Background: an optimization exercise with open tools, aiming at small area, a short achievable clock period and few clock cycles. Do not read the settings as production practice.
Function was checked by simulation only, so behaviour that the tests miss may differ from the original.

== run 2 ==
## gcn_top
module gcn_top (
    input  logic                                      clk,
    input  logic                                      rst_n,
    input  logic                                      start,
    input  logic [6-1:0][3-1:0]    edge_src,
    input  logic [6-1:0][3-1:0]    edge_dst,
    input  logic [6-1:0][5-1:0]    feat_col,
    input  logic [3-1:0][5-1:0]  weight_row,
    output logic                                      feat_re,
    output logic [4-1:0]                    feat_addr,
    output logic [6-1:0][2-1:0]   y,
    output logic                                      done
);
Size: about 4400 cells after synthesis, roughly 43000 sq um of cells after synthesis.
clock: 7.5 ns
lec_check: 0
abc_clock_period_in_ps: 3000
cap_margin: 20
core_margin: 2
core_utilization: 40
cts_buf_list: sky130_fd_sc_hd__clkbuf_8
cts_cluster_diameter: 60
cts_cluster_size: 16
setup_slack_margin: 4.0
slew_margin: 20
synth_hierarchical: 1
run.sh (not shown) runs the stock make flow with config.mk's settings and CLKGATE_MAP_FILE= SYNTH_SCRIPT=/design/flow/synth_recipe.tcl, a recipe that flattens the netlist after the stock synthesis.
Testbench counts of run 2, summed over its fixed seeds: cycles 8,064.
Changes in run 5 relative to run 2:
--- a/flow/design.v
+++ b/flow/design.v
@@ -380,57 +380,41 @@
     assign ag_282 = ag_274 | (ag_275 & ag_272);
     assign ag_283 = ag_275 & ag_273;
     assign ag_284 = ag_276 | (ag_277 & ag_272);
     assign ag_285 = ag_277 & ag_273;
     assign ag_286 = 1'b0 & ag_284;
     assign ag_287 = 1'b0 & ag_285;
     assign sum_nxt[5] = {(1'b0 ^ ag_284), (ag_251 ^ ag_282), (ag_262 ^ ag_280), (ag_260 ^ ag_278), (ag_258 ^ ag_272), (ag_256 ^ ag_270), (ag_254 ^ ag_253), ag_252};
-    always_ff @(posedge clk)
+    always_ff @(posedge clk) begin
         agg_sum <= sum_nxt;
-    assign wdiff = wd_nxt;    
+        wdiff   <= wd_nxt;
+    end
 endmodule
 `timescale 1ns/1ps
 module gcn_transform (
     input  logic                                                      clk,
     input  logic                                                      pre_first,
     input  logic [6-1:0][8-1:0]                     agg_sum,
     input  logic [3-1:1][9-1:0]                    wdiff,
     output logic [6-1:0][3-1:1][18-1:0]   acc,
     output logic [6-1:0][3-1:1][3-1:0]  pend
 );
-    localparam int WGRP = 2;
-    logic [6/WGRP-1:0][3-1:1][9-1:0] wd_q;
-    for (genvar g = 0; g < 6 / WGRP; g++) begin : g_wreg
-        gcn_wreg u_wreg (
-            .clk (clk),
-            .d   (wdiff),
-            .q   (wd_q[g])
-        );
-    end
     for (genvar n = 0; n < 6; n++) begin : g_node
         for (genvar c = 1; c < 3; c++) begin : g_cls
             gcn_mac u_mac (
                 .clk       (clk),
                 .pre_first (pre_first),
                 .agg       (agg_sum[n]),
-                .wd        (wd_q[n / WGRP][c]),
+                .wd        (wdiff[c]),
                 .acc       (acc[n][c]),
                 .pend      (pend[n][c])
             );
         end
     end
 endmodule
-module gcn_wreg (
-    input  logic                                      clk,
-    input  logic [3-1:1][9-1:0]    d,
-    output logic [3-1:1][9-1:0]    q
-);
-    always_ff @(posedge clk)
-        q <= d;
-endmodule
 module gcn_mac (
     input  logic                      clk,
     input  logic                      pre_first,
     input  logic [8-1:0]     agg,
     input  logic [9-1:0]      wd,
     output logic [18-1:0]     acc,
     output logic [3-1:0]    pend
--- outcome ---
- In run 5 the number of buffer and inverter stages on the critical path turned out 2 higher than in run 2.
- The share of the clock period used by the worst path after layout of run 5 exceeds that of run 2 by 0.33 points.
- Summary: with run 2 as the reference, flip-flop and latch area in run 5 moved down by a little under 10%.
- Any difference in multi-input logic area between run 5 and run 2 is small enough to ignore.
- STATUS wire length of the first global-routing pass: run 5 loses against run 2
- Run 5 ended up with fa_1 as its standard cell with the maximum stage delay on the critical path; run 2 ended up with dfxtp_2.
- Flop count, run 2 -> run 5: decreased
- Relative to run 2, core utilization has increased by 0.67 points in run 5.
- On routed wire length: between run 2 and run 5, it ends up lower for run 2.
Testbench counts of run 5, summed over its fixed seeds: cycles 8,064.

========
ember:
gcn_top again, from the RTL that the note above started with.
make LEC_CHECK=0 ABC_CLOCK_PERIOD_IN_PS=3000 CAP_MARGIN=20 CORE_MARGIN=2 CORE_UTILIZATION=40 CTS_BUF_LIST=sky130_fd_sc_hd__clkbuf_8 CTS_CLUSTER_DIAMETER=60 CTS_CLUSTER_SIZE=16 SETUP_SLACK_MARGIN=4.2 SLEW_MARGIN=20 SYNTH_HIERARCHICAL=1 finish   # period 7.5 ns
Testbench counts of ember, summed over its fixed seeds: cycles 8,064.
diff inputs: ember => tundra
diff --git a/flow/design.v b/flow/design.v
--- a/flow/design.v
+++ b/flow/design.v
@@ -376,65 +376,49 @@
     assign ag_278 = ag_259 | (ag_258 & ag_272);
     assign ag_279 = ag_258 & ag_273;
     assign ag_280 = ag_266 | (ag_267 & ag_272);
     assign ag_281 = ag_267 & ag_273;
     assign ag_282 = ag_274 | (ag_275 & ag_272);
     assign ag_283 = ag_275 & ag_273;
     assign ag_284 = ag_276 | (ag_277 & ag_272);
     assign ag_285 = ag_277 & ag_273;
     assign ag_286 = 1'b0 & ag_284;
     assign ag_287 = 1'b0 & ag_285;
     assign sum_nxt[5] = {(1'b0 ^ ag_284), (ag_251 ^ ag_282), (ag_262 ^ ag_280), (ag_260 ^ ag_278), (ag_258 ^ ag_272), (ag_256 ^ ag_270), (ag_254 ^ ag_253), ag_252};
-    always_ff @(posedge clk)
+    always_ff @(posedge clk) begin
         agg_sum <= sum_nxt;
-    assign wdiff = wd_nxt;    
+        wdiff   <= wd_nxt;
+    end
 endmodule
 `timescale 1ns/1ps
 module gcn_transform (
     input  logic                                                      clk,
     input  logic                                                      pre_first,
     input  logic [6-1:0][8-1:0]                     agg_sum,
     input  logic [3-1:1][9-1:0]                    wdiff,
     output logic [6-1:0][3-1:1][18-1:0]   acc,
     output logic [6-1:0][3-1:1][3-1:0]  pend
 );
-    localparam int WGRP = 2;
-    logic [6/WGRP-1:0][3-1:1][9-1:0] wd_q;
-    for (genvar g = 0; g < 6 / WGRP; g++) begin : g_wreg
-        gcn_wreg u_wreg (
-            .clk (clk),
-            .d   (wdiff),
-            .q   (wd_q[g])
-        );
-    end
     for (genvar n = 0; n < 6; n++) begin : g_node
         for (genvar c = 1; c < 3; c++) begin : g_cls
             gcn_mac u_mac (
                 .clk       (clk),
                 .pre_first (pre_first),
                 .agg       (agg_sum[n]),
-                .wd        (wd_q[n / WGRP][c]),
+                .wd        (wdiff[c]),
                 .acc       (acc[n][c]),
                 .pend      (pend[n][c])
             );
         end
     end
 endmodule
-module gcn_wreg (
-    input  logic                                      clk,
-    input  logic [3-1:1][9-1:0]    d,
-    output logic [3-1:1][9-1:0]    q
-);
-    always_ff @(posedge clk)
-        q <= d;
-endmodule
 module gcn_mac (
     input  logic                      clk,
     input  logic                      pre_first,
     input  logic [8-1:0]     agg,
     input  logic [9-1:0]      wd,
     output logic [18-1:0]     acc,
     output logic [3-1:0]    pend
 );
     localparam logic [18-1:0] INIT = 18'(90111);
     logic                      first;    
     logic [18-1:0]     acc_in, acc_nxt;
Notes after the runs:
- The final layouts of ember and tundra pass the timing, design-rule and antenna checks.
- Standard-cell row count (tundra vs. ember) decreases slightly
- Comparing ember and tundra, the higher non-filler instance count after layout was measured on ember.
- Comparing ember and tundra, the higher share of post-route cells with drive strength above 1 was measured on tundra.
- Sort ember and tundra by utilization, ascending, and ember comes first.
- Comparing length of routed met3 wiring for ember and tundra, the smaller number came from ember.
- Comparing the two runs side by side, tundra comes out behind ember on worst setup slack.
- Going from ember to tundra, total of plain and repair buffers excluding clock buffers shrank by a few percent.
- Looking at global-route wire length before repair, tundra sits about 5.5% higher than ember does.
- tundra vs ember: count of clock-buffer cells in the layout down
- Relative to ember, die area has gone down in tundra.
- Against ember as the reference, tundra delivers a lower height of the die.
Testbench counts of tundra, summed over its fixed seeds: cycles 8,064.

-- what the ideal ports hide --
The flow's constraints put no driver on any port. The routed layouts listed below were extracted and timed again, unchanged, in two steps.
Step 1 sets driving cells, clkbuf_16 on the clock port and buf_2 on the other inputs (assumed; they add their load-dependent delay and slew).
Step 2 adds t to the input delays and takes it off the output delays; t is the mean of the earliest and latest rising clock arrival at the registers after step 1. Input paths then give back, and output paths get back, about the clock's delay inside the block.
a / b / c = ideal / step 1 / step 2; a / b = the first two.
run	t, ns	setup slack, ns	pins driven straight from the clock port
run 2	0.825	4.122 / 4.122 / 3.806	1
run 5	0.754	4.098 / 4.032 / 3.607	1
ember	0.826	4.245 / 4.243 / 3.833	1
tundra	0.760	4.099 / 4.099 / 3.544	1
After both steps setup and hold are still met in every run listed. For tundra, which loses most, drivers alone change the setup slack by 0.000 ns; drivers and shift together by -0.555 ns.
